Context: an optimization exercise on an open-source flow, tuned for small area, a short achievable clock period and few clock cycles per item. The choices shown serve that exercise and are no tape-out recipe.
Only simulation tests tie the RTL to the original design; equivalence was not proved.

==> run.sh <==
#!/bin/bash
# synth_recipe.tcl (not shown) runs the flow's synth.tcl, then flattens the netlist and writes it again
# the make line also repeats each setting of config.mk as NAME=value (left out here)
make -C /OpenROAD-flow-scripts/flow DESIGN_CONFIG=/design/flow/config.mk WORK_HOME=/design/flow/orfs CLKGATE_MAP_FILE= SYNTH_SCRIPT=/design/flow/synth_recipe.tcl finish
==> config.mk <==
export PLATFORM = sky130hd
export DESIGN_NAME = line_follow_pid_steering
export DESIGN_NICKNAME = line_follow_pid_steering
export VERILOG_FILES = /design/flow/design.v
export SDC_FILE = /design/flow/constraint.sdc
export NUM_CORES = 4
export LEC_CHECK = 0
export CAP_MARGIN = 20
export CORE_MARGIN = 2
export CORE_UTILIZATION = 40
export SLEW_MARGIN = 20
==> design.v <==
package lfps_pkg;
	localparam int unsigned SENSORS_MAX = 8;
	localparam int unsigned ERR_W       = 12;
	localparam int unsigned SPEED_W     = 15;
	localparam int unsigned GAIN_W      = 16;
	localparam int unsigned INTEG_W     = 16;
	localparam int unsigned LIMIT_W     = 48;
	localparam int unsigned APB_ADDR_W = 6;
	localparam int unsigned APB_DATA_W = 64;
	typedef enum logic [2:0] {
		REG_GAIN_P,
		REG_GAIN_I,
		REG_GAIN_D,
		REG_NOMINAL_DRIVE,
		REG_DRIVE_CAP,
		REG_STEER_LIMIT,
		REG_INTEG_LIMITS
	} reg_idx_t;
	localparam logic [ERR_W-1:0] ERR_MEDIUM = 12'd384;
	localparam logic [ERR_W-1:0] ERR_LARGE  = 12'd768;
	typedef struct packed {
		logic [GAIN_W-1:0]  gain_p;
		logic [GAIN_W-1:0]  gain_i;
		logic [GAIN_W-1:0]  gain_d;
		logic [SPEED_W-1:0] nominal_drive;
		logic [SPEED_W-1:0] drive_cap;
		logic [SPEED_W-1:0] steer_limit;
		logic [LIMIT_W-1:0] integral_limits;
	} cfg_t;
endpackage
module lfps_cfg_regs (
	input  logic                                 clk,
	input  logic                                 arst_n,
	input  logic                                 psel,
	input  logic                                 penable,
	input  logic                                 pwrite,
	input  logic [lfps_pkg::APB_ADDR_W-1:0]      paddr,
	input  logic [lfps_pkg::APB_DATA_W-1:0]      pwdata,
	output logic [lfps_pkg::APB_DATA_W-1:0]      prdata,
	output logic                                 pready,
	output lfps_pkg::cfg_t                       cfg
);
	lfps_pkg::cfg_t     cfg_q;
	lfps_pkg::reg_idx_t reg_idx;
	logic               wr_en;
	assign reg_idx = lfps_pkg::reg_idx_t'(paddr[5:3]);
	assign wr_en   = psel && penable && pwrite;
	assign pready  = 1'b1;
	assign cfg     = cfg_q;
	always_ff @(posedge clk or negedge arst_n) begin
		if (!arst_n) begin
			cfg_q <= '0;
		end else if (wr_en) begin
			unique case (reg_idx)
				lfps_pkg::REG_GAIN_P:        cfg_q.gain_p          <= pwdata[15:0];
				lfps_pkg::REG_GAIN_I:        cfg_q.gain_i          <= pwdata[15:0];
				lfps_pkg::REG_GAIN_D:        cfg_q.gain_d          <= pwdata[15:0];
				lfps_pkg::REG_NOMINAL_DRIVE: cfg_q.nominal_drive   <= pwdata[14:0];
				lfps_pkg::REG_DRIVE_CAP:     cfg_q.drive_cap       <= pwdata[14:0];
				lfps_pkg::REG_STEER_LIMIT:   cfg_q.steer_limit     <= pwdata[14:0];
				lfps_pkg::REG_INTEG_LIMITS:  cfg_q.integral_limits <= pwdata[47:0];
				default: ;
			endcase
		end
	end
	always_comb begin
		unique case (reg_idx)
			lfps_pkg::REG_GAIN_P:        prdata = 64'(cfg_q.gain_p);
			lfps_pkg::REG_GAIN_I:        prdata = 64'(cfg_q.gain_i);
			lfps_pkg::REG_GAIN_D:        prdata = 64'(cfg_q.gain_d);
			lfps_pkg::REG_NOMINAL_DRIVE: prdata = 64'(cfg_q.nominal_drive);
			lfps_pkg::REG_DRIVE_CAP:     prdata = 64'(cfg_q.drive_cap);
			lfps_pkg::REG_STEER_LIMIT:   prdata = 64'(cfg_q.steer_limit);
			lfps_pkg::REG_INTEG_LIMITS:  prdata = 64'(cfg_q.integral_limits);
			default:                     prdata = '0;
		endcase
	end
endmodule
module lfps_ctrl (
	input  logic clk,
	input  logic arst_n,
	input  logic in_valid,
	output logic in_ready,
	output logic out_valid,
	input  logic out_ready,
	output logic adv,       
	output logic skid_sel,  
	output logic skid_load,
	output logic upd        
);
	logic skid_q, v1_q, v2_q, v3_q, ov_q;
	logic in_fire;
	assign in_ready  = !skid_q;
	assign in_fire   = in_valid && !skid_q;
	assign out_valid = ov_q;
	assign adv       = !ov_q || out_ready;
	assign skid_sel  = skid_q;
	assign skid_load = in_fire && !adv;
	assign upd       = adv && v1_q;
	always_ff @(posedge clk or negedge arst_n) begin
		if (!arst_n) begin
			skid_q <= 1'b0;
			v1_q   <= 1'b0;
			v2_q   <= 1'b0;
			v3_q   <= 1'b0;
			ov_q   <= 1'b0;
		end else if (adv) begin
			skid_q <= 1'b0;
			v1_q   <= skid_q || in_fire;
			v2_q   <= v1_q;
			v3_q   <= v2_q;
			ov_q   <= v3_q;
		end else if (in_fire) begin
			skid_q <= 1'b1;
		end
	end
endmodule
module lfps_mean_lut (
	input  logic [7:0]  bits,
	output logic [16:0] o
);
	localparam logic [255:0] T0 = 256'h4da0cc21a2c929164829a09249161268b2c14916818416484116126896486880;
	localparam logic [255:0] T1 = 256'h6506dc0990286184ce6188922904924806482904600084004984124804004800;
	localparam logic [255:0] T2 = 256'h40a20028b2c14812824828004012002034814012a18492480092002092482080;
	localparam logic [255:0] T3 = 256'h0c04d82102600984cc09a0126104924890086104408004000904124884004800;
	localparam logic [255:0] T4 = 256'h61249400a0a92092042000802812802022c92812c10412484812002012482080;
	localparam logic [255:0] T5 = 256'h45824c0990086104ca6188920904124806400904200084004184124804004800;
	localparam logic [255:0] T6 = 256'h0822803c33c34a52834a2a40543a2820b495543aa3c4d2c802d240a0ba482080;
	localparam logic [255:0] T7 = 256'h702cf127c2e49be50d9b241b7124dadc390e7124d2e10d028d0d73cacc945c28;
	localparam logic [255:0] T8 = 256'h1647964794879c86999cb89de9b96271a998e9b96b7867726667148c9899e74a;
	localparam logic [255:0] T9 = 256'h01118111819189908889a989e8a9ebe8a889e8a9eae9eeeaeeeefe677676111a;
	localparam logic [255:0] T10 = 256'h00008000808088818888a888e8a8eae9a888e8a8eae8eeebeeeefeeefefefff4;
	localparam logic [255:0] T11 = 256'h00008000808088808888a888e8a8eae8a888e8a8eae8eeeaeeeefeeefefefffe;
	localparam logic [255:0] T12 = 256'h011511140110011401010110010101000001010100018088008088a9aaeae650;
	localparam logic [255:0] T13 = 256'h00000001000100010000000100000001000000000000000100000000000008ae;
	localparam logic [255:0] T14 = 256'ha888a888e888e8a8eae86668666246466e6a6662566614061414111001100001;
	localparam logic [255:0] T15 = 256'h0000000000000000000088808888a8a880808888a888eae8eaeaeeeefeeefffe;
	localparam logic [255:0] T16 = 256'hfffffffffffffffffffffffffffffffffffffffffffffffffffffffffffffffe;
	assign o = {T16[bits], T15[bits], T14[bits], T13[bits], T12[bits], T11[bits],
	            T10[bits], T9[bits], T8[bits], T7[bits], T6[bits], T5[bits],
	            T4[bits], T3[bits], T2[bits], T1[bits], T0[bits]};
endmodule
module lfps_datapath (
	input  logic                 clk,
	input  logic                 arst_n,
	input  logic                 adv,
	input  logic                 skid_sel,
	input  logic                 skid_load,
	input  logic                 upd,
	input  lfps_pkg::cfg_t       cfg,
	input  logic [7:0]           sensor_bits,
	output logic [14:0]          left_drive,
	output logic [14:0]          right_drive,
	output logic [11:0]          error_out
);
	logic [7:0] skid_bits_q;
	logic [7:0] s1_bits_q;
	always_ff @(posedge clk) begin
		if (skid_load) skid_bits_q <= sensor_bits;
		if (adv) s1_bits_q <= skid_sel ? skid_bits_q : sensor_bits;
	end
	logic        m_found, m_neg, m_db;
	logic [1:0]  m_cls;
	logic signed [11:0] m_mean;
	lfps_mean_lut u_lut (
		.bits (s1_bits_q),
		.o    ({m_found, m_neg, m_db, m_cls, m_mean})
	);
	logic signed [11:0] pe_q;
	logic signed [15:0] integ_q;
	logic signed [11:0] s2_raw_q;
	logic               s2_ez_q;
	logic signed [12:0] s2_de_q;
	logic        pe_pos, pe_neg;
	logic [11:0] pe_mag;
	logic [1:0]  pe_cls, cls;
	logic signed [11:0] raw, e;
	logic        flip;
	logic signed [15:0] i0;
	logic signed [24:0] x;
	logic signed [17:0] t;
	logic [15:0] lim, hi_mag, lo_mag;
	logic signed [15:0] integ_new;
	always_comb begin
		pe_neg = pe_q[11];
		pe_pos = !pe_q[11] && (pe_q != 12'sd0);
		pe_mag = pe_q[11] ? 12'(-pe_q) : pe_q;
		pe_cls = (pe_mag > lfps_pkg::ERR_LARGE) ? 2'd2 : ((pe_mag > lfps_pkg::ERR_MEDIUM) ? 2'd1 : 2'd0);
		raw    = m_found ? m_mean : pe_q;
		e      = m_found ? (m_db ? 12'sd0 : m_mean) : pe_q;
		cls    = m_found ? m_cls : pe_cls;
		flip   = m_found && !m_db && ((pe_pos && m_neg) || (pe_neg && !m_neg));
		i0     = flip ? 16'sd0 : integ_q;
		x      = 25'($signed({i0, 8'h00})) + 25'(e);
		t      = 18'(x >>> 8) + 18'(x[24] && (x[7:0] != 8'h00));
		unique case (cls)
			2'd2:    lim = cfg.integral_limits[47:32];
			2'd1:    lim = cfg.integral_limits[31:16];
			default: lim = cfg.integral_limits[15:0];
		endcase
		hi_mag = lim[15] ? 16'd32767 : lim;
		lo_mag = lim[15] ? 16'd32768 : lim;
		if (t > $signed({2'b00, hi_mag})) begin
			integ_new = $signed(hi_mag);
		end else if (t < -$signed({2'b00, lo_mag})) begin
			integ_new = 16'(-$signed({2'b00, lo_mag}));
		end else begin
			integ_new = 16'(t);
		end
	end
	always_ff @(posedge clk or negedge arst_n) begin
		if (!arst_n) begin
			pe_q    <= '0;
			integ_q <= '0;
		end else if (upd) begin
			pe_q    <= e;
			integ_q <= integ_new;
		end
	end
	always_ff @(posedge clk) begin
		if (adv) begin
			s2_raw_q <= raw;
			s2_ez_q  <= m_found && m_db;
			s2_de_q  <= 13'(e) - 13'(pe_q);
		end
	end
	logic signed [11:0] e3;
	logic signed [28:0] p_p;
	logic signed [29:0] p_d;
	logic signed [32:0] p_i;
	logic signed [40:0] acc;
	logic signed [24:0] acc_hi;
	logic signed [15:0] sl;
	logic signed [15:0] sv;
	logic               svf;
	logic signed [15:0] s3_sv_q;
	logic               s3_svf_q;
	logic signed [11:0] s3_raw_q;
	always_comb begin
		e3     = s2_ez_q ? 12'sd0 : s2_raw_q;
		p_p    = $signed({1'b0, cfg.gain_p}) * e3;
		p_d    = $signed({1'b0, cfg.gain_d}) * s2_de_q;
		p_i    = $signed({1'b0, cfg.gain_i}) * integ_q;
		acc    = 41'(p_p) + 41'(p_d) + (41'(p_i) <<< 8);
		acc_hi = 25'(acc >>> 16);
		sl     = $signed({1'b0, cfg.steer_limit});
		svf    = 1'b0;
		if (acc_hi > 25'(sl)) begin
			sv = sl;
		end else if (acc_hi < -(25'(sl))) begin
			sv = -sl;
		end else begin
			sv  = 16'(acc_hi);
			svf = (acc[15:8] != 8'h00) && (acc_hi != 25'(sl));
		end
	end
	always_ff @(posedge clk) begin
		if (adv) begin
			s3_sv_q  <= sv;
			s3_svf_q <= svf;
			s3_raw_q <= s2_raw_q;
		end
	end
	logic signed [16:0] lsum, rsum;
	logic [14:0] lw, rw;
	logic [14:0] l_q, r_q;
	logic [11:0] err_q;
	always_comb begin
		lsum = 17'($signed({2'b00, cfg.nominal_drive})) + 17'(s3_sv_q);
		rsum = 17'($signed({2'b00, cfg.nominal_drive})) + 17'(~s3_sv_q) + 17'(!s3_svf_q);
		lw   = lsum[16] ? 15'd0 : ((lsum[15:0] > {1'b0, cfg.drive_cap}) ? cfg.drive_cap : lsum[14:0]);
		rw   = rsum[16] ? 15'd0 : ((rsum[15:0] > {1'b0, cfg.drive_cap}) ? cfg.drive_cap : rsum[14:0]);
	end
	always_ff @(posedge clk) begin
		if (adv) begin
			l_q   <= lw;
			r_q   <= rw;
			err_q <= s3_raw_q;
		end
	end
	assign left_drive  = l_q;
	assign right_drive = r_q;
	assign error_out   = err_q;
endmodule
module line_follow_pid_steering #(
	parameter int unsigned SENSOR_COUNT = 8
) (
	input  logic                                 clk,
	input  logic                                 arst_n,
	input  logic                                 sensor_valid,
	output logic                                 sensor_ready,
	input  logic [lfps_pkg::SENSORS_MAX-1:0]     sensor_bits,
	output logic                                 wheel_valid,
	input  logic                                 wheel_ready,
	output logic [lfps_pkg::SPEED_W-1:0]         left_drive,
	output logic [lfps_pkg::SPEED_W-1:0]         right_drive,
	output logic [lfps_pkg::ERR_W-1:0]           error_out,
	input  logic                                 psel,
	input  logic                                 penable,
	input  logic                                 pwrite,
	input  logic [lfps_pkg::APB_ADDR_W-1:0]      paddr,
	input  logic [lfps_pkg::APB_DATA_W-1:0]      pwdata,
	output logic [lfps_pkg::APB_DATA_W-1:0]      prdata,
	output logic                                 pready
);
	lfps_pkg::cfg_t cfg;
	logic           adv, skid_sel, skid_load, upd;
	lfps_cfg_regs u_cfg_regs (
		.clk     (clk),
		.arst_n  (arst_n),
		.psel    (psel),
		.penable (penable),
		.pwrite  (pwrite),
		.paddr   (paddr),
		.pwdata  (pwdata),
		.prdata  (prdata),
		.pready  (pready),
		.cfg     (cfg)
	);
	lfps_ctrl u_ctrl (
		.clk       (clk),
		.arst_n    (arst_n),
		.in_valid  (sensor_valid),
		.in_ready  (sensor_ready),
		.out_valid (wheel_valid),
		.out_ready (wheel_ready),
		.adv       (adv),
		.skid_sel  (skid_sel),
		.skid_load (skid_load),
		.upd       (upd)
	);
	lfps_datapath u_datapath (
		.clk         (clk),
		.arst_n      (arst_n),
		.adv         (adv),
		.skid_sel    (skid_sel),
		.skid_load   (skid_load),
		.upd         (upd),
		.cfg         (cfg),
		.sensor_bits (sensor_bits),
		.left_drive  (left_drive),
		.right_drive (right_drive),
		.error_out   (error_out)
	);
endmodule
==> constraint.sdc <==
create_clock -name core_clock -period 9.0 [get_ports {clk}]
set_input_delay 1.8000 -clock core_clock [delete_from_list [all_inputs] [get_ports {clk}]]
set_output_delay 1.8000 -clock core_clock [all_outputs]
set_load 0.01 [all_outputs]
==> out/results.txt, run 1 <==
DIE AREA -> 120000 µm²
Count of antenna-violating nets left after detailed routing -> 0
Clock tree from TritonCTS -> yes
Pin slew with the least headroom to its limit -> 1170 ps
Detailed-router iteration count before antenna repair -> 8
Largest net degree at the start of global routing -> 76
Port bufs -> 157
Placed cell count -> 7492
Hold Violations, Final -> 0
Number of global-route vias before repair -> 41.9k
HP Class -> reg -> reg
Post-route minimum period -> 11120 ps
Violated checks -> setup timing
Count of flip-flops with a built-in enable after synthesis -> 113
First-pass GRT wire length -> 244 mm
Clock tree skew after final layout -> 57.9 ps
Core Region -> 116000 µm²
Relative area change from synthesis to final layout -> 25.0%
Post-Synthesis Cell Area -> 46800 µm²
Count of synthesis-stage warnings from yosys -> 3
Total routed wirelength -> 156 mm
Post-detailed-route via-to-cell ratio -> 5.35
Clk sink count -> 287
Biggest cell delay along the critical path -> 510 ps
Antenna violations before repair -> 6
Vias after detailed routing -> 40.8k
Final Slew Violations -> 0
DRC violations left -> 0
Area after DPL -> 55500 µm²
Synthesized instance count -> 5329
N_diodes -> 0
Maximum fanout along the worst path -> 6
Skew-Pair Late Insertion Delay -> 650 ps
Number of buffers on the longest clock path -> 3
Horizontal die dimension -> 346 µm
Final clock period utilization by the worst path -> 124%
Cell family with most CP delay -> adder cells
Wire length per cell -> 20.5 µm
Top-level I/O count -> 194
Number of flip-flops and latches in the synthesized netlist -> 287
Post-layout instance count excluding filler cells -> 7630
Most used standard cells in the synthesized netlist -> inv_1 (836), nand2_1 (562), fa_1 (544)
Flip-flop cell with the highest count after synthesis -> dfrtp_1
Most used cell, CP -> fa_1
Number of distinct library cells after synthesis -> 94
Number of buffers and inverters on the critical path -> 11
Fraction of registers with async set or reset after synthesis -> 60.6%
Mean Syn Cell Area -> 8.78 µm²
Clock buffers created by TritonCTS -> 40
Max-Slew Margin vs Limit -> 21.6%
Worst path slowest cell -> fa_1
Final weighted congestion in routability-driven placement -> 0.964
Worst Setup End Kind -> flip-flop
Maximum frequency from static timing analysis -> 89.9 MHz
Status -> finished with violations
Clock-pin transition on the worst setup and hold timing paths -> 60 ps
Most frequent cell after synthesis -> inv_1
CP required -> 9380 ps
Rows -> 125
Worst path setup slack after routing -> -2120 ps
Initial core utilization -> 40.3%
Tot GR Track Use -> 26.1%
Cell accounting for the most synthesized area -> fa_1
Critical path data arrival time -> 11500 ps
WHS -> 417 ps
Fraction of the yosys area taken by sequential cells -> 16.6%
Setup repair after global routing missed its margin -> true
HPWL after DPL -> 128 mm
Clock root buffer -> clkbuf_16
Design Area, Final -> 58500 µm²
Count of max-cap constraint violations -> 0
Hold buffer count at cts -> 0
Largest cells by area after synthesis -> fa_1 (23%), ha_1 (13%), dfrtp_1 (9.3%)
Deepest level of the CTS H-tree -> 2
Ratio of cells with drive above 1 in the final layout -> 21.5%
Remaining global-route overflow -> 0
Final setup violation count -> 17
Type of element launching the critical path -> flip-flop
Post-Route Utilization -> 50.4%
Drt first-iter violations -> 3448
Synth top area share -> 23.3%
Vertical extent of the die -> 346 µm
Final layout net count -> 7178
Type of the worst setup path -> reg -> reg
==> cell families (layout without fill, tap and decap cells) <==
kind of cell / Yosys count / after routing / share of synthesized area, %
flip-flops: 287 / 287 / 16.6
AO/OA/AOI/OAI: 922 / 922 / 13.0
other: 2 / 17 / 0.0161
AND/OR/NAND/NOR: 1589 / 1589 / 16.5
multiplexers: 215 / 215 / 5.51
adder cells (fa/ha/maj): 1019 / 1019 / 36.0
buffers and inverters: 1136 / 1898 / 9.33
XOR/XNOR: 159 / 159 / 3.02
==> metal layers <==
metal / vias up / global-route usage (%) / wire length (µm)
met2: 1467 / 41.6 / 70500
met4: 0 / 7.75 / 5090
li1: 19043 / - / -
met3: 257 / 3.81 / 11100
met1: 20059 / 36.6 / 69700
met5: - / 0 / 0
==> final timing paths <==
kind	from	endpoint	slack (ps)	cells after the start
max in group asynchronous	arst_n	u_cfg_regs.cfg_q[29]	6530	2
min in group asynchronous	arst_n	u_cfg_regs.cfg_q[76]	1120	1
worst max-delay path	u_datapath.s2_ez_q	u_datapath.s3_sv_q[3]	-2120	49
worst min-delay path	u_datapath.s3_raw_q[10]	u_datapath.err_q[10]	420	0
worst min register to register	u_datapath.s3_raw_q[10]	u_datapath.err_q[10]	420	0
worst max register to register	u_datapath.s2_ez_q	u_datapath.s3_sv_q[3]	-2120	49
==> cell type report <==
type | instances | area, µm²
fillers | 11024 | 57600
inverters | 838 | 3150
clock inverters | 26 | 390
clock buffers | 48 | 1050
well taps | 1524 | 1910
multi-input cells | 3921 | 35900
flip-flops and latches | 287 | 7750
repair buffers | 986 | 8300
==> cells in the final DEF, fill, tap and decap left out, drive strengths merged, types with 41 or more instances in the layout <==
cell / count
nor2b: 70
fa: 544
mux2: 141
a21o: 79
dfrtp: 174
nand3: 53
a211oi: 53
a21oi: 221
clkdlybuf4s50: 154
ha: 475
edfxtp: 113
nand2b: 58
and2: 325
inv: 841
and3: 45
clkbuf: 52
xnor2: 114
a22oi: 41
o21ai: 221
nand2: 563
xor2: 45
buf: 828
nor2: 281
nor3: 92
mux2i: 54
==> state kept, by name, summed over array words and instances, names as in the netlist, 12 cells and up <==
signal	flops
u_datapath.s2_de_q	13
u_datapath.s3_sv_q	16
u_datapath.pe_q	12
u_cfg_regs.cfg_q	141
u_datapath.err_q	12
u_datapath.r_q	15
u_datapath.s2_raw_q	12
u_datapath.s3_raw_q	12
u_datapath.l_q	15
u_datapath.integ_q	16
==> through the flow <==
step	TNS (ps)	setup WS (ps)
6_report	-34370	-2120
3_3_place_gp	-47140	-2170
4_1_cts	-35000	-2120
3_5_place_dp	-48980	-2330
5_1_grt	-46080	-2570
2_1_floorplan	-30480	-1910
==> timing repair <==
item / in CTS / in global routing
setup endpoints to repair: 33 / 33
pin swaps: 20 / 100
buffers inserted: 25 / 38
gates cloned: 2 / 4
resized for setup: 86 / 159
Testbench counts, summed over its fixed seeds: cycles 2,080, items 2,048.
==> run 2, diff against run 1 <==
--- a/design.v
+++ b/design.v
@@ -121,22 +121,263 @@
 );
-	localparam logic [255:0] T0 = 256'h4da0cc21a2c929164829a09249161268b2c14916818416484116126896486880;
-	localparam logic [255:0] T1 = 256'h6506dc0990286184ce6188922904924806482904600084004984124804004800;
-	localparam logic [255:0] T2 = 256'h40a20028b2c14812824828004012002034814012a18492480092002092482080;
-	localparam logic [255:0] T3 = 256'h0c04d82102600984cc09a0126104924890086104408004000904124884004800;
-	localparam logic [255:0] T4 = 256'h61249400a0a92092042000802812802022c92812c10412484812002012482080;
-	localparam logic [255:0] T5 = 256'h45824c0990086104ca6188920904124806400904200084004184124804004800;
-	localparam logic [255:0] T6 = 256'h0822803c33c34a52834a2a40543a2820b495543aa3c4d2c802d240a0ba482080;
-	localparam logic [255:0] T7 = 256'h702cf127c2e49be50d9b241b7124dadc390e7124d2e10d028d0d73cacc945c28;
-	localparam logic [255:0] T8 = 256'h1647964794879c86999cb89de9b96271a998e9b96b7867726667148c9899e74a;
-	localparam logic [255:0] T9 = 256'h01118111819189908889a989e8a9ebe8a889e8a9eae9eeeaeeeefe677676111a;
-	localparam logic [255:0] T10 = 256'h00008000808088818888a888e8a8eae9a888e8a8eae8eeebeeeefeeefefefff4;
-	localparam logic [255:0] T11 = 256'h00008000808088808888a888e8a8eae8a888e8a8eae8eeeaeeeefeeefefefffe;
-	localparam logic [255:0] T12 = 256'h011511140110011401010110010101000001010100018088008088a9aaeae650;
-	localparam logic [255:0] T13 = 256'h00000001000100010000000100000001000000000000000100000000000008ae;
-	localparam logic [255:0] T14 = 256'ha888a888e888e8a8eae86668666246466e6a6662566614061414111001100001;
-	localparam logic [255:0] T15 = 256'h0000000000000000000088808888a8a880808888a888eae8eaeaeeeefeeefffe;
-	localparam logic [255:0] T16 = 256'hfffffffffffffffffffffffffffffffffffffffffffffffffffffffffffffffe;
-	assign o = {T16[bits], T15[bits], T14[bits], T13[bits], T12[bits], T11[bits],
-	            T10[bits], T9[bits], T8[bits], T7[bits], T6[bits], T5[bits],
-	            T4[bits], T3[bits], T2[bits], T1[bits], T0[bits]};
+	always_comb begin
+		unique case (bits)
+			8'd0: o = {1'b0, 1'b0, 1'b1, 2'd0, 12'd0};
+			8'd1: o = {1'b1, 1'b1, 1'b0, 2'd2, 12'd2816};
+			8'd2: o = {1'b1, 1'b1, 1'b0, 2'd2, 12'd3072};
+			8'd3: o = {1'b1, 1'b1, 1'b0, 2'd2, 12'd2944};
+			8'd4: o = {1'b1, 1'b1, 1'b0, 2'd1, 12'd3584};
+			8'd5: o = {1'b1, 1'b1, 1'b0, 2'd2, 12'd3200};
+			8'd6: o = {1'b1, 1'b1, 1'b0, 2'd1, 12'd3328};
+			8'd7: o = {1'b1, 1'b1, 1'b0, 2'd2, 12'd3157};
+			8'd8: o = {1'b1, 1'b1, 1'b0, 2'd0, 12'd3840};
+			8'd9: o = {1'b1, 1'b1, 1'b0, 2'd1, 12'd3328};
+			8'd10: o = {1'b1, 1'b1, 1'b0, 2'd1, 12'd3456};
+			8'd11: o = {1'b1, 1'b1, 1'b0, 2'd2, 12'd3243};
+			8'd12: o = {1'b1, 1'b1, 1'b0, 2'd0, 12'd3712};
+			8'd13: o = {1'b1, 1'b1, 1'b0, 2'd1, 12'd3413};
+			8'd14: o = {1'b1, 1'b1, 1'b0, 2'd1, 12'd3499};
+			8'd15: o = {1'b1, 1'b1, 1'b0, 2'd1, 12'd3328};
+			8'd16: o = {1'b1, 1'b0, 1'b0, 2'd0, 12'd256};
+			8'd17: o = {1'b1, 1'b1, 1'b0, 2'd1, 12'd3584};
+			8'd18: o = {1'b1, 1'b1, 1'b0, 2'd0, 12'd3712};
+			8'd19: o = {1'b1, 1'b1, 1'b0, 2'd1, 12'd3413};
+			8'd20: o = {1'b1, 1'b0, 1'b1, 2'd0, 12'd3968};
+			8'd21: o = {1'b1, 1'b1, 1'b0, 2'd1, 12'd3584};
+			8'd22: o = {1'b1, 1'b1, 1'b0, 2'd1, 12'd3669};
+			8'd23: o = {1'b1, 1'b1, 1'b0, 2'd1, 12'd3456};
+			8'd24: o = {1'b1, 1'b0, 1'b1, 2'd0, 12'd0};
+			8'd25: o = {1'b1, 1'b1, 1'b0, 2'd1, 12'd3669};
+			8'd26: o = {1'b1, 1'b1, 1'b0, 2'd0, 12'd3755};
+			8'd27: o = {1'b1, 1'b1, 1'b0, 2'd1, 12'd3520};
+			8'd28: o = {1'b1, 1'b1, 1'b0, 2'd0, 12'd3925};
+			8'd29: o = {1'b1, 1'b1, 1'b0, 2'd1, 12'd3648};
+			8'd30: o = {1'b1, 1'b1, 1'b0, 2'd0, 12'd3712};
+			8'd31: o = {1'b1, 1'b1, 1'b0, 2'd1, 12'd3533};
+			8'd32: o = {1'b1, 1'b0, 1'b0, 2'd1, 12'd512};
+			8'd33: o = {1'b1, 1'b1, 1'b0, 2'd0, 12'd3712};
+			8'd34: o = {1'b1, 1'b1, 1'b0, 2'd0, 12'd3840};
+			8'd35: o = {1'b1, 1'b1, 1'b0, 2'd1, 12'd3499};
+			8'd36: o = {1'b1, 1'b0, 1'b1, 2'd0, 12'd0};
+			8'd37: o = {1'b1, 1'b1, 1'b0, 2'd1, 12'd3669};
+			8'd38: o = {1'b1, 1'b1, 1'b0, 2'd0, 12'd3755};
+			8'd39: o = {1'b1, 1'b1, 1'b0, 2'd1, 12'd3520};
+			8'd40: o = {1'b1, 1'b0, 1'b1, 2'd0, 12'd128};
+			8'd41: o = {1'b1, 1'b1, 1'b0, 2'd0, 12'd3755};
+			8'd42: o = {1'b1, 1'b1, 1'b0, 2'd0, 12'd3840};
+			8'd43: o = {1'b1, 1'b1, 1'b0, 2'd1, 12'd3584};
+			8'd44: o = {1'b1, 1'b0, 1'b1, 2'd0, 12'd4011};
+			8'd45: o = {1'b1, 1'b1, 1'b0, 2'd0, 12'd3712};
+			8'd46: o = {1'b1, 1'b1, 1'b0, 2'd0, 12'd3776};
+			8'd47: o = {1'b1, 1'b1, 1'b0, 2'd1, 12'd3584};
+			8'd48: o = {1'b1, 1'b0, 1'b0, 2'd0, 12'd384};
+			8'd49: o = {1'b1, 1'b1, 1'b0, 2'd0, 12'd3925};
+			8'd50: o = {1'b1, 1'b0, 1'b1, 2'd0, 12'd4011};
+			8'd51: o = {1'b1, 1'b1, 1'b0, 2'd0, 12'd3712};
+			8'd52: o = {1'b1, 1'b0, 1'b1, 2'd0, 12'd85};
+			8'd53: o = {1'b1, 1'b1, 1'b0, 2'd0, 12'd3840};
+			8'd54: o = {1'b1, 1'b1, 1'b0, 2'd0, 12'd3904};
+			8'd55: o = {1'b1, 1'b1, 1'b0, 2'd1, 12'd3686};
+			8'd56: o = {1'b1, 1'b0, 1'b0, 2'd0, 12'd171};
+			8'd57: o = {1'b1, 1'b1, 1'b0, 2'd0, 12'd3904};
+			8'd58: o = {1'b1, 1'b0, 1'b1, 2'd0, 12'd3968};
+			8'd59: o = {1'b1, 1'b1, 1'b0, 2'd0, 12'd3738};
+			8'd60: o = {1'b1, 1'b0, 1'b1, 2'd0, 12'd0};
+			8'd61: o = {1'b1, 1'b1, 1'b0, 2'd0, 12'd3840};
+			8'd62: o = {1'b1, 1'b1, 1'b0, 2'd0, 12'd3891};
+			8'd63: o = {1'b1, 1'b1, 1'b0, 2'd0, 12'd3712};
+			8'd64: o = {1'b1, 1'b0, 1'b0, 2'd2, 12'd1024};
+			8'd65: o = {1'b1, 1'b0, 1'b1, 2'd0, 12'd3968};
+			8'd66: o = {1'b1, 1'b0, 1'b1, 2'd0, 12'd0};
+			8'd67: o = {1'b1, 1'b1, 1'b0, 2'd1, 12'd3669};
+			8'd68: o = {1'b1, 1'b0, 1'b0, 2'd0, 12'd256};
+			8'd69: o = {1'b1, 1'b1, 1'b0, 2'd0, 12'd3840};
+			8'd70: o = {1'b1, 1'b1, 1'b0, 2'd0, 12'd3925};
+			8'd71: o = {1'b1, 1'b1, 1'b0, 2'd1, 12'd3648};
+			8'd72: o = {1'b1, 1'b0, 1'b0, 2'd0, 12'd384};
+			8'd73: o = {1'b1, 1'b1, 1'b0, 2'd0, 12'd3925};
+			8'd74: o = {1'b1, 1'b0, 1'b1, 2'd0, 12'd4011};
+			8'd75: o = {1'b1, 1'b1, 1'b0, 2'd0, 12'd3712};
+			8'd76: o = {1'b1, 1'b0, 1'b1, 2'd0, 12'd85};
+			8'd77: o = {1'b1, 1'b1, 1'b0, 2'd0, 12'd3840};
+			8'd78: o = {1'b1, 1'b1, 1'b0, 2'd0, 12'd3904};
+			8'd79: o = {1'b1, 1'b1, 1'b0, 2'd1, 12'd3686};
+			8'd80: o = {1'b1, 1'b0, 1'b0, 2'd1, 12'd640};
+			8'd81: o = {1'b1, 1'b0, 1'b1, 2'd0, 12'd0};
+			8'd82: o = {1'b1, 1'b0, 1'b1, 2'd0, 12'd85};
+			8'd83: o = {1'b1, 1'b1, 1'b0, 2'd0, 12'd3840};
+			8'd84: o = {1'b1, 1'b0, 1'b0, 2'd0, 12'd256};
+			8'd85: o = {1'b1, 1'b0, 1'b1, 2'd0, 12'd3968};
+			8'd86: o = {1'b1, 1'b0, 1'b1, 2'd0, 12'd4032};
+			8'd87: o = {1'b1, 1'b1, 1'b0, 2'd0, 12'd3789};
+			8'd88: o = {1'b1, 1'b0, 1'b0, 2'd0, 12'd341};
+			8'd89: o = {1'b1, 1'b0, 1'b1, 2'd0, 12'd4032};
+			8'd90: o = {1'b1, 1'b0, 1'b1, 2'd0, 12'd0};
+			8'd91: o = {1'b1, 1'b1, 1'b0, 2'd0, 12'd3840};
+			8'd92: o = {1'b1, 1'b0, 1'b1, 2'd0, 12'd128};
+			8'd93: o = {1'b1, 1'b1, 1'b0, 2'd0, 12'd3942};
+			8'd94: o = {1'b1, 1'b0, 1'b1, 2'd0, 12'd3994};
+			8'd95: o = {1'b1, 1'b1, 1'b0, 2'd0, 12'd3797};
+			8'd96: o = {1'b1, 1'b0, 1'b0, 2'd1, 12'd768};
+			8'd97: o = {1'b1, 1'b0, 1'b1, 2'd0, 12'd85};
+			8'd98: o = {1'b1, 1'b0, 1'b0, 2'd0, 12'd171};
+			8'd99: o = {1'b1, 1'b1, 1'b0, 2'd0, 12'd3904};
+			8'd100: o = {1'b1, 1'b0, 1'b0, 2'd0, 12'd341};
+			8'd101: o = {1'b1, 1'b0, 1'b1, 2'd0, 12'd4032};
+			8'd102: o = {1'b1, 1'b0, 1'b1, 2'd0, 12'd0};
+			8'd103: o = {1'b1, 1'b1, 1'b0, 2'd0, 12'd3840};
+			8'd104: o = {1'b1, 1'b0, 1'b0, 2'd1, 12'd427};
+			8'd105: o = {1'b1, 1'b0, 1'b1, 2'd0, 12'd0};
+			8'd106: o = {1'b1, 1'b0, 1'b1, 2'd0, 12'd64};
+			8'd107: o = {1'b1, 1'b1, 1'b0, 2'd0, 12'd3891};
+			8'd108: o = {1'b1, 1'b0, 1'b0, 2'd0, 12'd192};
+			8'd109: o = {1'b1, 1'b0, 1'b1, 2'd0, 12'd3994};
+			8'd110: o = {1'b1, 1'b0, 1'b1, 2'd0, 12'd4045};
+			8'd111: o = {1'b1, 1'b1, 1'b0, 2'd0, 12'd3840};
+			8'd112: o = {1'b1, 1'b0, 1'b0, 2'd1, 12'd597};
+			8'd113: o = {1'b1, 1'b0, 1'b1, 2'd0, 12'd128};
+			8'd114: o = {1'b1, 1'b0, 1'b0, 2'd0, 12'd192};
+			8'd115: o = {1'b1, 1'b0, 1'b1, 2'd0, 12'd3994};
+			8'd116: o = {1'b1, 1'b0, 1'b0, 2'd0, 12'd320};
+			8'd117: o = {1'b1, 1'b0, 1'b1, 2'd0, 12'd0};
+			8'd118: o = {1'b1, 1'b0, 1'b1, 2'd0, 12'd51};
+			8'd119: o = {1'b1, 1'b1, 1'b0, 2'd0, 12'd3925};
+			8'd120: o = {1'b1, 1'b0, 1'b0, 2'd0, 12'd384};
+			8'd121: o = {1'b1, 1'b0, 1'b1, 2'd0, 12'd51};
+			8'd122: o = {1'b1, 1'b0, 1'b1, 2'd0, 12'd102};
+			8'd123: o = {1'b1, 1'b0, 1'b1, 2'd0, 12'd3968};
+			8'd124: o = {1'b1, 1'b0, 1'b0, 2'd0, 12'd205};
+			8'd125: o = {1'b1, 1'b0, 1'b1, 2'd0, 12'd4053};
+			8'd126: o = {1'b1, 1'b0, 1'b1, 2'd0, 12'd0};
+			8'd127: o = {1'b1, 1'b1, 1'b0, 2'd0, 12'd3913};
+			8'd128: o = {1'b1, 1'b0, 1'b0, 2'd2, 12'd1280};
+			8'd129: o = {1'b1, 1'b0, 1'b1, 2'd0, 12'd0};
+			8'd130: o = {1'b1, 1'b0, 1'b1, 2'd0, 12'd128};
+			8'd131: o = {1'b1, 1'b1, 1'b0, 2'd0, 12'd3755};
+			8'd132: o = {1'b1, 1'b0, 1'b0, 2'd0, 12'd384};
+			8'd133: o = {1'b1, 1'b1, 1'b0, 2'd0, 12'd3925};
+			8'd134: o = {1'b1, 1'b0, 1'b1, 2'd0, 12'd4011};
+			8'd135: o = {1'b1, 1'b1, 1'b0, 2'd0, 12'd3712};
+			8'd136: o = {1'b1, 1'b0, 1'b0, 2'd1, 12'd512};
+			8'd137: o = {1'b1, 1'b0, 1'b1, 2'd0, 12'd4011};
+			8'd138: o = {1'b1, 1'b0, 1'b1, 2'd0, 12'd0};
+			8'd139: o = {1'b1, 1'b1, 1'b0, 2'd0, 12'd3776};
+			8'd140: o = {1'b1, 1'b0, 1'b0, 2'd0, 12'd171};
+			8'd141: o = {1'b1, 1'b1, 1'b0, 2'd0, 12'd3904};
+			8'd142: o = {1'b1, 1'b0, 1'b1, 2'd0, 12'd3968};
+			8'd143: o = {1'b1, 1'b1, 1'b0, 2'd0, 12'd3738};
+			8'd144: o = {1'b1, 1'b0, 1'b0, 2'd1, 12'd768};
+			8'd145: o = {1'b1, 1'b0, 1'b1, 2'd0, 12'd85};
+			8'd146: o = {1'b1, 1'b0, 1'b0, 2'd0, 12'd171};
+			8'd147: o = {1'b1, 1'b1, 1'b0, 2'd0, 12'd3904};
+			8'd148: o = {1'b1, 1'b0, 1'b0, 2'd0, 12'd341};
+			8'd149: o = {1'b1, 1'b0, 1'b1, 2'd0, 12'd4032};
+			8'd150: o = {1'b1, 1'b0, 1'b1, 2'd0, 12'd0};
+			8'd151: o = {1'b1, 1'b1, 1'b0, 2'd0, 12'd3840};
+			8'd152: o = {1'b1, 1'b0, 1'b0, 2'd1, 12'd427};
+			8'd153: o = {1'b1, 1'b0, 1'b1, 2'd0, 12'd0};
+			8'd154: o = {1'b1, 1'b0, 1'b1, 2'd0, 12'd64};
+			8'd155: o = {1'b1, 1'b1, 1'b0, 2'd0, 12'd3891};
+			8'd156: o = {1'b1, 1'b0, 1'b0, 2'd0, 12'd192};
+			8'd157: o = {1'b1, 1'b0, 1'b1, 2'd0, 12'd3994};
+			8'd158: o = {1'b1, 1'b0, 1'b1, 2'd0, 12'd4045};
+			8'd159: o = {1'b1, 1'b1, 1'b0, 2'd0, 12'd3840};
+			8'd160: o = {1'b1, 1'b0, 1'b0, 2'd2, 12'd896};
+			8'd161: o = {1'b1, 1'b0, 1'b0, 2'd0, 12'd171};
+			8'd162: o = {1'b1, 1'b0, 1'b0, 2'd0, 12'd256};
+			8'd163: o = {1'b1, 1'b0, 1'b1, 2'd0, 12'd3968};
+			8'd164: o = {1'b1, 1'b0, 1'b0, 2'd1, 12'd427};
+			8'd165: o = {1'b1, 1'b0, 1'b1, 2'd0, 12'd0};
+			8'd166: o = {1'b1, 1'b0, 1'b1, 2'd0, 12'd64};
+			8'd167: o = {1'b1, 1'b1, 1'b0, 2'd0, 12'd3891};
+			8'd168: o = {1'b1, 1'b0, 1'b0, 2'd1, 12'd512};
+			8'd169: o = {1'b1, 1'b0, 1'b1, 2'd0, 12'd64};
+			8'd170: o = {1'b1, 1'b0, 1'b1, 2'd0, 12'd128};
+			8'd171: o = {1'b1, 1'b1, 1'b0, 2'd0, 12'd3942};
+			8'd172: o = {1'b1, 1'b0, 1'b0, 2'd0, 12'd256};
+			8'd173: o = {1'b1, 1'b0, 1'b1, 2'd0, 12'd4045};
+			8'd174: o = {1'b1, 1'b0, 1'b1, 2'd0, 12'd0};
+			8'd175: o = {1'b1, 1'b1, 1'b0, 2'd0, 12'd3883};
+			8'd176: o = {1'b1, 1'b0, 1'b0, 2'd1, 12'd683};
+			8'd177: o = {1'b1, 1'b0, 1'b0, 2'd0, 12'd192};
+			8'd178: o = {1'b1, 1'b0, 1'b0, 2'd0, 12'd256};
+			8'd179: o = {1'b1, 1'b0, 1'b1, 2'd0, 12'd4045};
+			8'd180: o = {1'b1, 1'b0, 1'b0, 2'd0, 12'd384};
+			8'd181: o = {1'b1, 1'b0, 1'b1, 2'd0, 12'd51};
+			8'd182: o = {1'b1, 1'b0, 1'b1, 2'd0, 12'd102};
+			8'd183: o = {1'b1, 1'b0, 1'b1, 2'd0, 12'd3968};
+			8'd184: o = {1'b1, 1'b0, 1'b0, 2'd1, 12'd448};
+			8'd185: o = {1'b1, 1'b0, 1'b1, 2'd0, 12'd102};
+			8'd186: o = {1'b1, 1'b0, 1'b0, 2'd0, 12'd154};
+			8'd187: o = {1'b1, 1'b0, 1'b1, 2'd0, 12'd4011};
+			8'd188: o = {1'b1, 1'b0, 1'b0, 2'd0, 12'd256};
+			8'd189: o = {1'b1, 1'b0, 1'b1, 2'd0, 12'd0};
+			8'd190: o = {1'b1, 1'b0, 1'b1, 2'd0, 12'd43};
+			8'd191: o = {1'b1, 1'b0, 1'b1, 2'd0, 12'd3950};
+			8'd192: o = {1'b1, 1'b0, 1'b0, 2'd2, 12'd1152};
+			8'd193: o = {1'b1, 1'b0, 1'b0, 2'd0, 12'd341};
+			8'd194: o = {1'b1, 1'b0, 1'b0, 2'd1, 12'd427};
+			8'd195: o = {1'b1, 1'b0, 1'b1, 2'd0, 12'd0};
+			8'd196: o = {1'b1, 1'b0, 1'b0, 2'd1, 12'd597};
+			8'd197: o = {1'b1, 1'b0, 1'b1, 2'd0, 12'd128};
+			8'd198: o = {1'b1, 1'b0, 1'b0, 2'd0, 12'd192};
+			8'd199: o = {1'b1, 1'b0, 1'b1, 2'd0, 12'd3994};
+			8'd200: o = {1'b1, 1'b0, 1'b0, 2'd1, 12'd683};
+			8'd201: o = {1'b1, 1'b0, 1'b0, 2'd0, 12'd192};
+			8'd202: o = {1'b1, 1'b0, 1'b0, 2'd0, 12'd256};
+			8'd203: o = {1'b1, 1'b0, 1'b1, 2'd0, 12'd4045};
+			8'd204: o = {1'b1, 1'b0, 1'b0, 2'd0, 12'd384};
+			8'd205: o = {1'b1, 1'b0, 1'b1, 2'd0, 12'd51};
+			8'd206: o = {1'b1, 1'b0, 1'b1, 2'd0, 12'd102};
+			8'd207: o = {1'b1, 1'b0, 1'b1, 2'd0, 12'd3968};
+			8'd208: o = {1'b1, 1'b0, 1'b0, 2'd2, 12'd853};
+			8'd209: o = {1'b1, 1'b0, 1'b0, 2'd0, 12'd320};
+			8'd210: o = {1'b1, 1'b0, 1'b0, 2'd0, 12'd384};
+			8'd211: o = {1'b1, 1'b0, 1'b1, 2'd0, 12'd51};
+			8'd212: o = {1'b1, 1'b0, 1'b0, 2'd1, 12'd512};
+			8'd213: o = {1'b1, 1'b0, 1'b0, 2'd0, 12'd154};
+			8'd214: o = {1'b1, 1'b0, 1'b0, 2'd0, 12'd205};
+			8'd215: o = {1'b1, 1'b0, 1'b1, 2'd0, 12'd4053};
+			8'd216: o = {1'b1, 1'b0, 1'b0, 2'd1, 12'd576};
+			8'd217: o = {1'b1, 1'b0, 1'b0, 2'd0, 12'd205};
+			8'd218: o = {1'b1, 1'b0, 1'b0, 2'd0, 12'd256};
+			8'd219: o = {1'b1, 1'b0, 1'b1, 2'd0, 12'd0};
+			8'd220: o = {1'b1, 1'b0, 1'b0, 2'd0, 12'd358};
+			8'd221: o = {1'b1, 1'b0, 1'b1, 2'd0, 12'd85};
+			8'd222: o = {1'b1, 1'b0, 1'b1, 2'd0, 12'd128};
+			8'd223: o = {1'b1, 1'b0, 1'b1, 2'd0, 12'd4023};
+			8'd224: o = {1'b1, 1'b0, 1'b0, 2'd2, 12'd939};
+			8'd225: o = {1'b1, 1'b0, 1'b0, 2'd0, 12'd384};
+			8'd226: o = {1'b1, 1'b0, 1'b0, 2'd1, 12'd448};
+			8'd227: o = {1'b1, 1'b0, 1'b1, 2'd0, 12'd102};
+			8'd228: o = {1'b1, 1'b0, 1'b0, 2'd1, 12'd576};
+			8'd229: o = {1'b1, 1'b0, 1'b0, 2'd0, 12'd205};
+			8'd230: o = {1'b1, 1'b0, 1'b0, 2'd0, 12'd256};
+			8'd231: o = {1'b1, 1'b0, 1'b1, 2'd0, 12'd0};
+			8'd232: o = {1'b1, 1'b0, 1'b0, 2'd1, 12'd640};
+			8'd233: o = {1'b1, 1'b0, 1'b0, 2'd0, 12'd256};
+			8'd234: o = {1'b1, 1'b0, 1'b0, 2'd0, 12'd307};
+			8'd235: o = {1'b1, 1'b0, 1'b1, 2'd0, 12'd43};
+			8'd236: o = {1'b1, 1'b0, 1'b0, 2'd1, 12'd410};
+			8'd237: o = {1'b1, 1'b0, 1'b1, 2'd0, 12'd128};
+			8'd238: o = {1'b1, 1'b0, 1'b0, 2'd0, 12'd171};
+			8'd239: o = {1'b1, 1'b0, 1'b1, 2'd0, 12'd4059};
+			8'd240: o = {1'b1, 1'b0, 1'b0, 2'd1, 12'd768};
+			8'd241: o = {1'b1, 1'b0, 1'b0, 2'd0, 12'd358};
+			8'd242: o = {1'b1, 1'b0, 1'b0, 2'd1, 12'd410};
+			8'd243: o = {1'b1, 1'b0, 1'b1, 2'd0, 12'd128};
+			8'd244: o = {1'b1, 1'b0, 1'b0, 2'd1, 12'd512};
+			8'd245: o = {1'b1, 1'b0, 1'b0, 2'd0, 12'd213};
+			8'd246: o = {1'b1, 1'b0, 1'b0, 2'd0, 12'd256};
+			8'd247: o = {1'b1, 1'b0, 1'b1, 2'd0, 12'd37};
+			8'd248: o = {1'b1, 1'b0, 1'b0, 2'd1, 12'd563};
+			8'd249: o = {1'b1, 1'b0, 1'b0, 2'd0, 12'd256};
+			8'd250: o = {1'b1, 1'b0, 1'b0, 2'd0, 12'd299};
+			8'd251: o = {1'b1, 1'b0, 1'b1, 2'd0, 12'd73};
+			8'd252: o = {1'b1, 1'b0, 1'b0, 2'd0, 12'd384};
+			8'd253: o = {1'b1, 1'b0, 1'b1, 2'd0, 12'd146};
+			8'd254: o = {1'b1, 1'b0, 1'b0, 2'd0, 12'd183};
+			8'd255: o = {1'b1, 1'b0, 1'b1, 2'd0, 12'd0};
+			default: o = '0;
+		endcase
+	end
 endmodule
==> run 2 against run 1 <==
The run now fails in synthesis.
==> out/results.txt, run 2 <==
Halt point of the flow -> synthesis
Status -> did not finish
Tool error message -> ERROR: TCL interpreter returned an error: Source files actually used in the design:
Count of synthesis-stage warnings from yosys -> 4
Testbench counts of run 2, summed over its fixed seeds: cycles 2,080, items 2,048.

-- port drivers added, routing unchanged --
The results above use ideal ports. As a check the final layout listed here was re-extracted and re-timed, cells and wires unchanged. Step 1 assumes that a clkbuf_16 drives the clock port and a buf_2 every other input. Step 2 times the ports against the registers' clock, not the clock port: input delays grow and output delays shrink by t, the midpoint of the rising clock arrivals with the driver on. Three values: ideal ports, drivers, drivers and shift; two values: the first two.
run: run 1
t, ns: 0.690
slack for setup (ns): -2.123 / -2.123 / -2.123
worst setup path after step 2: register to register
clock arrival spread, ns: 0.065 / 0.066
worst slew at a driven data input, ns: 0.05
For run 1, drivers alone change the setup slack by 0.000 ns; drivers and shift together by 0.000 ns.
